What follows belongs to an exercise in optimizing a design on an open flow for small area; a production flow would make more cautious choices.
In this exercise RTL edits were held to simulation tests only and were not proved equivalent to the original.
Power figures rest on the tool's default switching activity, not on a simulated workload.

--- design.v ---
module i2c_burst_mem #(
    parameter int DATA_W = 8,
    parameter int ADDR_W = 7
) (
    input  logic              clk,
    input  logic              reset,
    input  logic              start,
    input  logic              stop,
    input  logic              rw,
    input  logic              rx_valid,
    input  logic [DATA_W-1:0] rx_data,
    input  logic              tx_req,
    input  logic              wp,
    output logic              tx_valid,
    output logic [DATA_W-1:0] tx_data,
    output logic              ack,
    output logic [ADDR_W-1:0] ptr,
    output logic              busy
);
    localparam int DEPTH = 1 << ADDR_W;
    localparam int NP    = DEPTH / 2;      
    localparam int PW    = ADDR_W - 1;     
    localparam logic [1:0] IDLE = 2'b00, ADDR = 2'b01, WRITE = 2'b10, READ = 2'b11;
    logic [1:0]        state;
    logic [1:0]        p;                  
    logic              c1, c2;             
    logic              dp;                 
    logic              bus_ctrl, rx_ev, tx_ev, wr_en;
    logic              imm, wnow, in_g, pol_w;
    logic [1:0]        pn;
    logic [PW-1:0]     tp;                 
    logic [PW-1:0]     rp;                 
    logic [ADDR_W-1:0] ptr_nx;             
    logic [ADDR_W-1:0] ra_nx;              
    logic              pol_g;
    logic [DATA_W-1:0] gv;                 
    logic [DATA_W-1:0] m;
    logic [DATA_W-1:0] wd, dw, rd;
    logic [NP-1:0]     en_n, hn, selg_n;
    logic [DATA_W-1:0] g [NP];
    logic [DATA_W-1:0] f [NP];
    logic [DATA_W-1:0] y [NP/2];
    assign busy     = state != IDLE;
    assign bus_ctrl = start | stop;
    assign rx_ev    = rx_valid & ~bus_ctrl;
    assign tx_ev    = tx_req & ~bus_ctrl;
    assign wr_en    = (state == WRITE) & rx_ev & ~wp;
    assign in_g = ptr[0] == p[0];
    assign imm  = ~in_g;
    assign wnow = (wr_en & imm) | dp;
    assign tp   = ptr[ADDR_W-1:1] - PW'(dp & ~ptr[0]);
    assign ra_nx = (ptr_nx[0] == pn[0]) ? ptr_nx : ptr_nx + ADDR_W'(1);
    assign pn    = p + 2'd1;
    assign pol_w = pn[0] ^ pn[1];
    assign wd    = dp ? m : rx_data;
    assign dw    = wnow ? ~(wd ^ {DATA_W{pol_w}}) : '1;
    localparam int LA = PW / 2;
    localparam int NA = 1 << LA;
    localparam int NB = NP / NA;
    logic [NA-1:0] ta, twa, ra_a;
    logic [NB-1:0] tb, twb, rb;
    for (genvar i = 0; i < NA; i++) begin : g_pa
        assign ta[i]  = tp[LA-1:0] == LA'(i);
        assign twa[i] = (wnow & ta[i]) | c2;
        assign ra_a[i] = rp[LA-1:0] == LA'(i);
    end
    for (genvar j = 0; j < NB; j++) begin : g_pb
        assign tb[j]  = tp[PW-1:LA] == (PW-LA)'(j);
        assign twb[j] = tb[j] | c2;
        assign rb[j]  = rp[PW-1:LA] == (PW-LA)'(j);
    end
    for (genvar k = 0; k < NP; k++) begin : g_pair
        assign en_n[k]   = ~(ta[k%NA] & tb[k/NA]);
        assign hn[k]     = twa[k%NA] & twb[k/NA];
        assign selg_n[k] = ~(ra_a[k%NA] & rb[k/NA]);
        for (genvar b = 0; b < DATA_W; b++) begin : g_bit
            i2c_burst_mem_cell u_cell (
                .clk(clk), .hn(hn[k]), .en_n(en_n[k]), .dw(dw[b]),
                .g(g[k][b]), .f(f[k][b])
            );
        end
    end
    for (genvar q = 0; q < NP/2; q++) begin : g_rsel
        for (genvar b = 0; b < DATA_W; b++) begin : g_bit
            i2c_burst_mem_rsel u_rsel (
                .s0(g[2*q][b]), .sel0_n(selg_n[2*q]),
                .s1(g[2*q+1][b]), .sel1_n(selg_n[2*q+1]),
                .y(y[q][b])
            );
        end
    end
    logic [DATA_W-1:0] ry;
    always_comb begin
        ry = '0;
        for (int q = 0; q < NP/2; q++)
            ry = ry | y[q];
    end
    assign pol_g = p[0] ^ p[1];
    assign gv    = ~ry ^ {DATA_W{pol_g}};
    assign rd    = (in_g ? gv : m) & {DATA_W{~c2}};
    always_ff @(posedge clk or posedge reset) begin
        if (reset) begin
            p  <= 2'd2;
            c1 <= 1'b1;
            c2 <= 1'b1;
            dp <= 1'b0;
        end else begin
            p  <= pn;
            c1 <= 1'b0;
            c2 <= c1;
            dp <= wr_en & ~imm;
        end
    end
    always_ff @(posedge clk or posedge reset) begin
        if (reset) rp <= '0;
        else       rp <= ra_nx[ADDR_W-1:1];
    end
    always_ff @(posedge clk)
        m <= wr_en ? rx_data : gv;
    always_comb begin
        ptr_nx = ptr;
        case (state)
            ADDR:    if (rx_ev) ptr_nx = rx_data[ADDR_W-1:0];
            WRITE:   if (rx_ev) ptr_nx = ptr + ADDR_W'(1);
            READ:    if (tx_ev) ptr_nx = ptr + ADDR_W'(1);
            default: ;
        endcase
    end
    always_ff @(posedge clk or posedge reset) begin
        if (reset) begin
            state    <= IDLE;
            ptr      <= '0;
            ack      <= 1'b0;
            tx_valid <= 1'b0;
            tx_data  <= '0;
        end else begin
            tx_valid <= 1'b0;
            ptr      <= ptr_nx;
            if (start) begin
                state <= rw ? READ : ADDR;
            end else if (stop) begin
                state <= IDLE;
            end else begin
                case (state)
                    ADDR: if (rx_ev) begin
                        ack   <= 1'b1;
                        state <= WRITE;
                    end
                    WRITE: if (rx_ev) begin
                        ack <= ~wp;
                    end
                    READ: if (tx_ev) begin
                        tx_data  <= rd;
                        tx_valid <= 1'b1;
                    end
                    default: ;
                endcase
            end
        end
    end
endmodule
module i2c_burst_mem_cell (
    input  logic clk,
    input  logic hn,
    input  logic en_n,
    input  logic dw,
    output logic g,
    output logic f
);
    always_ff @(posedge clk) begin
        g <= ~((f | hn) & (dw | en_n));
        f <= g;
    end
endmodule
module i2c_burst_mem_rsel (
    input  logic s0,
    input  logic sel0_n,
    input  logic s1,
    input  logic sel1_n,
    output logic y
);
    assign y = ~((s0 | sel0_n) & (s1 | sel1_n));
endmodule
--- flow/run.sh ---
#!/bin/bash
# The standard layout (standard.sh, unchanged synthesis and steps) with settings of its own:
# - every input and output port gets a sky130_fd_sc_hd__buf_2 as its port buffer, in place of
#   the default clkdlybuf4s50_1;
set -euo pipefail
export BUFFER_PORTS_ARGS="-buffer_cell sky130_fd_sc_hd__buf_2"
export CTS_ARGS="-sink_clustering_enable -repair_clock_nets -sink_clustering_size 25 -sink_clustering_max_diameter 120 -buf_list sky130_fd_sc_hd__clkbuf_16 -dont_use_dummy_load"
bash standard.sh > standard.log 2>&1
--- standard.sh ---
#!/bin/bash
# synth_recipe.tcl (not shown) runs the flow's synth.tcl, then flattens the netlist and writes it again
# the make line also repeats each setting of config.mk as NAME=value (left out here)
make -C /OpenROAD-flow-scripts/flow DESIGN_CONFIG=/design/flow/config.mk WORK_HOME=/design/flow/orfs CLKGATE_MAP_FILE= SYNTH_SCRIPT=/design/flow/synth_recipe.tcl "${@:-finish}"
--- config.mk ---
export PLATFORM = sky130hd
export DESIGN_NAME = i2c_burst_mem
export DESIGN_NICKNAME = i2c_burst_mem
export VERILOG_FILES = /design/flow/design.v
export SDC_FILE = /design/flow/constraint.sdc
export NUM_CORES = 4
export LEC_CHECK = 0
export CAP_MARGIN = 20
export CORE_MARGIN = 2
export CORE_UTILIZATION = 40
export CTS_BUF_LIST = sky130_fd_sc_hd__clkbuf_16
export CTS_CLUSTER_DIAMETER = 120
export CTS_CLUSTER_SIZE = 25
export PLACE_DENSITY = 0.8
export SLEW_MARGIN = 20
export SYNTH_HIERARCHICAL = 1
export SYNTH_MINIMUM_KEEP_SIZE = 0
--- constraint.sdc ---
create_clock -name core_clock -period 5.0 [get_ports {clk}]
set_input_delay 1.0000 -clock core_clock [delete_from_list [all_inputs] [get_ports {clk}]]
set_output_delay 1.0000 -clock core_clock [all_outputs]
set_load 0.01 [all_outputs]
==> flow_metrics.py, run 1 <==
metrics = {
    "die": {
        "die_y_um": 274,
        "initial_core_util": 0.402,
        "dieArea_um2": 75300,
        "rows": 99,
        "ioPinCount": 34,
        "fp.dieW_um": 274,
        "core-area_um2": 72700,
    },
    "synth": {
        "syn-num-nets": 2405,
        "yosysWarnings": 11,
        "ys.flop_type": "dfxtp_1",
        "post_synth_inst_count": 2385,
        "synth-edff-count": 0,
        "syn_area_um2": 29300,
        "yosys_register_bits": 1062,
        "syn_avg_cell_area_um2": 12.3,
        "synth_cell_types": 56,
        "yosysSeqAreaShare": 0.732,
        "async_reset_ff_frac": 0.0282,
    },
    "placed_design": {
        "dp.cells": 3384,
        "gp_congestion": 0.986,
        "placed_cell_area_um2": 30800,
        "hpwl_mm": 49.8,
        "port_buffers": 33,
        "post-place-ws_ns": 1.10,
    },
    "cts": {
        "cts_htree_levels": 2,
        "cts_tree": "done",
        "ctsHoldBuffers": 0,
        "cts_made_buffers": 48,
        "clk_latency_ns": 0.62,
        "ctsResizeCount": 0,
        "cts_sinks": 1062,
        "root_buffer": "clkbuf_16",
        "post_cts_buffers": 0,
        "path_clk_slew_ns": 0.10,
        "clock_path_buffers": 3,
    },
    "hold_path": {
        "hold_class": "reg2reg",
        "hold-path-cell-count": 0,
        "hold_end": "g_pair[1].g_bit[7].u_cell.f",
        "hold_path.startpoint": "g_pair[1].g_bit[7].u_cell.g",
    },
    "sta": {
        "fmax_mhz": 253,
        "finalClockSkew_ns": 0.0406,
        "setup_viol": 0,
        "report.final.slew_viol_count": 0,
        "hold_viol": 0,
        "hold_slack_ns": 0.311,
        "post-route-min-period_ns": 3.95,
        "worst_pin_slew_ns": 1.17,
        "finalSetupTns_ns": 0,
        "period_share": 0.789,
        "slew_headroom": 0.222,
        "setup_slack_ns": 1.05,
        "rsz0062_at_grt": "no",
    },
    "global_routing": {
        "grt_pass1_vias": 20200,
        "grt_max_degree": 65,
        "grt_use_total": 0.210,
        "antenna_found_initial": 0,
        "grt_pass1_wl_mm": 122,
        "grt_overflow_total": 0,
    },
    "finish": {
        "area.growth.synth_to_final_pct": 9.40,
        "fin_area_um2": 32000,
        "drive_above_1_share": 0.0619,
        "insertedDiodeCount": 0,
        "fin_cells": 3432,
        "layout.nets": 2495,
    },
    "routing": {
        "wl_mm": 81.0,
        "via_per_inst": 6.05,
        "drc": 0,
        "drtPass1Iterations": 6,
        "wl_per_cell_um": 23.6,
        "dr_total_vias": 20800,
        "drtAntennaViolNets": 0,
        "drt_iter0_drc": 2150,
    },
    "worst_setup_path": {
        "arrival_ns": 4.47,
        "crit_type": "reg2reg",
        "cpPeakStageDelay_ns": 0.83,
        "worst-path-max-fanout": 8,
        "worstPathCellList": "and3b_1 -> nand2_1 -> o22ai_1 -> nor4_1 -> nand4_1 -> nor2_1 -> xnor2_1 -> o21ai_0 -> a22o_1",
        "ff2ff_path_depth": 9,
        "critPathBufInv": 0,
        "crit_family": "simple AND/OR/NAND/NOR gates",
        "r2r-start": "rp[0]",
        "crit_slowest_cell": "nor4_1",
        "end_kind": "flop",
        "cp.required_ns": 5.52,
        "regToRegSetupSlack_ns": 1.05,
        "worst_setup_path_start_kind": "flop",
        "r2r_end": "tx_data[3]",
    },
    "power_and_ir_drop": {
        "seqPwrFrac": 0.614,
        "clockPowerShare": 0.221,
        "p_leak_nw": 12.1,
        "p_comb_frac": 0.165,
        "swShare": 0.288,
        "power.density_nw_per_um2": 592,
        "p_int_mw": 13.5,
        "p_switching_mw": 5.46,
        "vdd_drop_max_v": 0.000337,
    },
    "status": {
        "status": "finished clean",
    },
    "flow_run": {
        "drv_cap": 0,
    },
}
[Yosys stat by module (local to each module, per instance)]
module	cells	copies in the design	cell area, µm²
i2c_burst_mem_rsel	1	256	6.26
i2c_burst_mem	593	1	3950
i2c_burst_mem_cell	3	512	46.3
[cell type report]
cell class / instances / area (µm²)
clock buffers: 48 / 1200
fillers: 6422 / 40700
inverters: 12 / 45.0
multi-input cells: 1285 / 7730
flip-flops and latches: 1062 / 21400
well taps: 959 / 1200
repair buffers: 66 / 413
[synthesized netlist by cell type (2+ instances only)]
| cell type | number | share of area |
|---|---|---|
| a21boi_1 | 2 | 0.00051 |
| a21o_1 | 5 | 0.0013 |
| a21oi_1 | 15 | 0.0026 |
| a22o_1 | 8 | 0.0024 |
| a31oi_1 | 4 | 0.00086 |
| and3_1 | 3 | 0.00064 |
| and3b_1 | 5 | 0.0015 |
| buf_2 | 2 | 0.00034 |
| buf_6 | 2 | 0.00077 |
| clkbuf_1 | 16 | 0.0021 |
| clkbuf_8 | 3 | 0.0014 |
| dfrtp_1 | 27 | 0.023 |
| dfstp_2 | 3 | 0.0027 |
| dfxtp_1 | 1032 | 0.71 |
| ha_1 | 4 | 0.0017 |
| inv_1 | 11 | 0.0014 |
| mux2_2 | 9 | 0.0035 |
| mux2i_1 | 15 | 0.0051 |
| nand2_1 | 162 | 0.021 |
| nand2b_1 | 4 | 0.00086 |
| nand3_1 | 7 | 0.0012 |
| nand4_1 | 21 | 0.0045 |
| nor2_1 | 104 | 0.013 |
| nor2b_1 | 5 | 0.0011 |
| nor3_1 | 6 | 0.0010 |
| nor3b_1 | 9 | 0.0023 |
| nor4_1 | 65 | 0.014 |
| o211ai_1 | 2 | 0.00051 |
| o21ai_0 | 9 | 0.0015 |
| o22ai_1 | 772 | 0.17 |
| o32ai_1 | 3 | 0.00090 |
| or2_2 | 2 | 0.00043 |
| or3b_4 | 2 | 0.00077 |
| xnor2_1 | 8 | 0.0024 |
| xor2_1 | 17 | 0.0051 |
[stage by stage]
stage / util / power [mW]
2_1_floorplan: - / 13.3
3_3_place_gp: 0.424 / 14.6
3_5_place_dp: 0.424 / 14.8
4_1_cts: 0.440 / 18.8
5_1_grt: 0.440 / 19.6
6_report: 0.440 / 19.0
[state kept, by name (all words and copies together) (netlist names), 2 cells and up]
signal / count
m: 8
rp: 6
g_pair.g_bit.u_cell.g: 512
state: 2
g_pair.g_bit.u_cell.f: 512
p: 2
ptr: 7
tx_data: 8
[per-layer routing]
metal / GRT usage / wire length, µm / up-vias
li1: - / - / 9281
met1: 0.271 / 32700 / 10200
met4: 0.112 / 4590 / 0
met5: 0 / 0 / -
met2: 0.325 / 35900 / 1025
met3: 0.0497 / 7860 / 282
[worst reg2reg max path, delay by kind of cell, from the launching register on]
family	cells	cell delay [ns]
compound gates	3	0.50
xor+xnor	1	0.21
flops	1	0.48
simple gates	5	2.64
[cell families (layout without fill, tap and decap cells)]
family / after synthesis / after routing / share of synthesized area
AO/OA/AOI/OAI: 826 / 826 / 0.177
adder cells (fa/ha/maj): 4 / 4 / 0.00171
XOR/XNOR: 26 / 26 / 0.00804
AND/OR/NAND/NOR: 404 / 404 / 0.0653
multiplexers: 24 / 24 / 0.00860
other: 1 / 1 / 0.000128
flip-flops: 1062 / 1062 / 0.732
buffers and inverters: 38 / 126 / 0.00667
[placed cells by master (no fill, tap or decap), types with 7 or more instances in the layout]
cell,count
nor2_1,103
xnor2_1,8
buf_4,33
mux2i_1,15
a21oi_1,14
dfxtp_1,1032
nor4_1,65
o22ai_1,772
a22o_1,8
nand2_1,154
nor3b_1,7
nand3_1,7
nand2_4,8
xor2_1,17
buf_2,33
dfrtp_1,27
mux2_2,9
clkbuf_16,48
inv_1,11
nand4_1,21
o21ai_0,9
[power groups by stage]
stage / Clock (mW) / Combinational (mW) / Sequential (mW)
after floorplan: 0 / 1.90 / 11.4
after global placement: 0 / 2.89 / 11.7
after detailed placement: 0 / 2.99 / 11.8
after CTS: 4.21 / 3.00 / 11.6
after global routing: 4.49 / 3.25 / 11.8
final: 4.19 / 3.12 / 11.6
[worst max path at each step]
stage / startpoint / to / slack (ns) / cells past startpoint
2_1_floorplan: start / g_pair[0].g_bit[0].u_cell.g / 1.52 / 8
3_5_place_dp: start / g_pair[16].g_bit[5].u_cell.g / 1.10 / 9
6_report: rp[0] / tx_data[3] / 1.05 / 9
4_1_cts: rp[0] / tx_data[3] / 1.28 / 9
3_3_place_gp: start / g_pair[32].g_bit[0].u_cell.g / 1.17 / 9
5_1_grt: rp[0] / tx_data[3] / 0.99 / 9
==> inputs of run 2 (changes only) <==
--- a/design.v
+++ b/design.v
@@ -25,6 +25,7 @@
     logic [1:0]        p;                  
     logic              c1, c2;             
     logic              dp;                 
+    logic [DATA_W-1:0] hd;                 
     logic              bus_ctrl, rx_ev, tx_ev, wr_en;
     logic              imm, wnow, in_g, pol_w;
     logic [1:0]        pn;
@@ -34,7 +35,7 @@
     logic [ADDR_W-1:0] ra_nx;              
     logic              pol_g;
     logic [DATA_W-1:0] gv;                 
-    logic [DATA_W-1:0] m;
+    logic [DATA_W-1:0] pf;                 
     logic [DATA_W-1:0] wd, dw, rd;
     logic [NP-1:0]     en_n, hn, selg_n;
     logic [DATA_W-1:0] g [NP];
@@ -52,7 +53,7 @@
     assign ra_nx = (ptr_nx[0] == pn[0]) ? ptr_nx : ptr_nx + ADDR_W'(1);
     assign pn    = p + 2'd1;
     assign pol_w = pn[0] ^ pn[1];
-    assign wd    = dp ? m : rx_data;
+    assign wd    = dp ? hd : rx_data;
     assign dw    = wnow ? ~(wd ^ {DATA_W{pol_w}}) : '1;
     localparam int LA = PW / 2;
     localparam int NA = 1 << LA;
@@ -97,7 +98,7 @@
     end
     assign pol_g = p[0] ^ p[1];
     assign gv    = ~ry ^ {DATA_W{pol_g}};
-    assign rd    = (in_g ? gv : m) & {DATA_W{~c2}};
+    assign rd    = (in_g ? gv : pf) & {DATA_W{~c2}};
     always_ff @(posedge clk or posedge reset) begin
         if (reset) begin
             p  <= 2'd2;
@@ -115,8 +116,10 @@
         if (reset) rp <= '0;
         else       rp <= ra_nx[ADDR_W-1:1];
     end
-    always_ff @(posedge clk)
-        m <= wr_en ? rx_data : gv;
+    always_ff @(posedge clk) begin
+        hd <= rx_data;
+        pf <= gv;
+    end
     always_comb begin
         ptr_nx = ptr;
         case (state)
==> run 2 against run 1 <==
Still clean on timing, DRC and antenna. Setup slack better by 0.028 ns. Synthesized area rose by 0.23%. Wire length fell by 1.3%. Cell count is 0.50% lower. Count of clock-buffer cells in the layout is the same. Highest routed layer is now met5. Critical path depth stayed put. Via count about the same. Fmax is 0.72% higher.
==> flow_metrics.py, run 2 <==
metrics = {
    "status": {
        "status": "finished clean",
    },
    "worst_setup_path": {
        "end_kind": "flop",
        "cp.required_ns": 5.45,
        "worst-path-max-fanout": 12,
        "worst_setup_path_start_kind": "flop",
        "arrival_ns": 4.37,
        "ff2ff_path_depth": 9,
        "crit_type": "reg2reg",
    },
    "synth": {
        "async_reset_ff_frac": 0.0280,
        "yosysMostFrequentCell": "dfxtp_1",
        "synth_top_cell_by_area": "dfxtp_1",
        "synth_cell_types": 55,
        "yosysSeqAreaShare": 0.736,
        "post_synth_inst_count": 2376,
        "synth_top_area_frac": 0.710,
        "syn_avg_cell_area_um2": 12.3,
        "synth-edff-count": 0,
        "syn_area_um2": 29300,
        "yosys_register_bits": 1070,
        "yosys-top-cells-count": "1040 x dfxtp_1, 770 x o22ai_1, 148 x nand2_1",
        "ys.flop_type": "dfxtp_1",
        "synth_area_leaders": "dfxtp_1 71%, o22ai_1 16%, dfrtp_1 2.3%",
        "syn-num-nets": 2396,
        "yosysWarnings": 11,
    },
    "sta": {
        "finalClockSkew_ns": 0.0505,
        "post-route-min-period_ns": 3.92,
        "report.final.slew_viol_count": 0,
        "fmax_mhz": 255,
        "period_share": 0.784,
        "hold_viol": 0,
        "finalSetupTns_ns": 0,
        "rsz0062_at_grt": "no",
        "slew_headroom": 0.190,
        "setup_viol": 0,
        "worst_pin_slew_ns": 1.21,
        "hold_slack_ns": 0.343,
    },
    "global_routing": {
        "grt_overflow_total": 0,
        "grt_pass1_wl_mm": 121,
        "antenna_found_initial": 2,
        "grt_max_degree": 65,
        "grt_pass1_vias": 20300,
        "grt_use_total": 0.207,
    },
    "power_and_ir_drop": {
        "p_comb_frac": 0.130,
        "p_switching_mw": 4.71,
        "clockPowerShare": 0.240,
        "vdd_drop_max_v": 0.000416,
        "p_leak_nw": 12.1,
        "seqPwrFrac": 0.630,
        "power.density_nw_per_um2": 545,
        "p_int_mw": 12.8,
        "swShare": 0.269,
    },
    "finish": {
        "reg_top3": "g_pair.g_bit.u_cell.f: 512 flops, g_pair.g_bit.u_cell.g: 512 flops",
        "drive_above_1_share": 0.0611,
        "layout_common_cells": "1040 x dfxtp_1, 770 x o22ai_1, 140 x nand2_1, 99 x nor2_1, 64 x nor4_1",
        "area.growth.synth_to_final_pct": 9.38,
        "final_common_cell": "dfxtp_1",
        "fin_area_um2": 32100,
        "layout.nets": 2478,
        "insertedDiodeCount": 0,
    },
    "cts": {
        "path_clk_slew_ns": 0.09,
        "cts_tree": "done",
        "clock_path_buffers": 3,
        "cts_htree_levels": 2,
        "cts_sinks": 1070,
        "cts_made_buffers": 48,
        "clk_latency_ns": 0.63,
        "ctsHoldBuffers": 0,
        "post_cts_buffers": 0,
        "root_buffer": "clkbuf_16",
        "ctsResizeCount": 0,
    },
    "flow_run": {
        "drv_cap": 0,
    },
    "routing": {
        "drc": 0,
        "drt_iter0_drc": 2164,
        "wl_mm": 80.0,
        "drtPass1Iterations": 6,
        "dr_total_vias": 20800,
        "via_per_inst": 6.08,
        "wl_per_cell_um": 23.4,
        "drtAntennaViolNets": 0,
    },
    "die": {
        "die_y_um": 275,
        "core-area_um2": 72700,
        "rows": 99,
        "dieArea_um2": 75500,
        "ioPinCount": 34,
        "fp.dieW_um": 275,
        "initial_core_util": 0.403,
    },
    "hold_path": {
        "hold_class": "reg2reg",
        "hold-path-cell-count": 0,
    },
    "placed_design": {
        "placed_cell_area_um2": 30900,
        "port_buffers": 33,
        "hpwl_mm": 50.3,
        "gp_congestion": 0.986,
    },
}
-- run 2: worst max-delay path, stage by stage, from the launching register on --
cell,delay (ns)
dfrtp_1,0.69
nor2b_1,0.21
ha_1,0.19
ha_1,0.40
xor2_1,0.23
nor3_4,0.65
a21oi_1,0.35
buf_4,0.28
nor2_1,0.52
o22ai_1,0.19
-- run 2: layout make-up --
class	count	area, µm²
Fill cell	6451	40600
Sequential cell	1070	21600
Multi-Input combinational cell	1265	7670
Clock buffer	48	1200
Tap cell	959	1200
Timing Repair Buffer	62	383
Inverter	11	41.3
-- run 2: metrics by stage --
step / utilization / instances / setup slack [ns] / power [mW]
3_5_place_dp: 0.424 / 3367 / 0.829 / 13.3
4_1_cts: 0.441 / 3415 / 0.787 / 17.4
2_1_floorplan: - / 2376 / 1.84 / 12.2
6_report: 0.441 / 3415 / 1.08 / 17.5
5_1_grt: 0.441 / 3415 / 0.847 / 18.0
3_3_place_gp: 0.424 / 3367 / 0.942 / 13.2
-- run 2: cell families after synthesis --
| logic type | count (synthesis) | share of synthesized area |
|---|---|---|
| other cells | 1 | 0.000128 |
| compound gates | 826 | 0.179 |
| fa+ha+maj | 4 | 0.00171 |
| xor+xnor | 24 | 0.00768 |
| mux | 20 | 0.00717 |
| flops | 1070 | 0.736 |
| simple gates | 390 | 0.0626 |
| buf+inv | 41 | 0.00615 |
-- run 2: path summary, 6_finish.rpt --
check	to	startpoint	slack [ns]
worst min-delay path	g_pair[11].g_bit[6].u_cell.f	g_pair[11].g_bit[6].u_cell.g	0.34
worst max-delay path	g_pair[11].g_bit[4].u_cell.g	dp	1.08
min in group asynchronous	state[0]	reset	0.44
worst max register to register	g_pair[11].g_bit[4].u_cell.g	dp	1.08
worst min register to register	g_pair[11].g_bit[6].u_cell.f	g_pair[11].g_bit[6].u_cell.g	0.34
max in group asynchronous	c2	reset	4.23
-- run 2: routing by layer --
| metal | global-route usage | vias to the layer above | wire length [µm] |
|---|---|---|---|
| met5 | 0 | - | 13 |
| met4 | 0.112 | 2 | 4750 |
| met3 | 0.0490 | 301 | 7700 |
| met2 | 0.321 | 1082 | 35000 |
| met1 | 0.267 | 10100 | 32500 |
| li1 | - | 9258 | - |
-- run 2: modules after synthesis (local to each module, per instance) --
module / flip-flops and latches / times used / area, µm²
i2c_burst_mem_cell: 2 / 512 / 46.3
i2c_burst_mem: 46 / 1 / 4010
i2c_burst_mem_rsel: 0 / 256 / 6.26
-- run 2: power groups by stage --
stage | combinational (mW) | sequential [mW] | clock, mW
after global placement | 2.09 | 11.1 | 0
after global routing | 2.37 | 11.2 | 4.51
final | 2.28 | 11.0 | 4.19
after detailed placement | 2.17 | 11.1 | 0
after floorplan | 1.39 | 10.8 | 0
after CTS | 2.18 | 11.0 | 4.21

afterwards: timing with drivers on the ports:
The flow's constraints put no driver on any port. The routed layouts listed below were extracted and timed again, unchanged, in two steps.
Step 1, drivers: a clkbuf_16 drives clk and a buf_2 each remaining input, both assumed.
Step 2 times the ports against the registers' clock, not the clock port: input delays grow and output delays shrink by t, the midpoint of the rising clock arrivals with the driver on.
Three values: no drivers, after step 1, after step 2; two values: the first two.
run	t, ns	setup slack, ns	latest minus earliest clock arrival (ns)
run 1	0.668	1.053 / 1.053 / 1.053	0.042 / 0.043
run 2	0.670	1.081 / 1.081 / 1.081	0.052 / 0.052
After both steps every run listed still meets setup and hold.
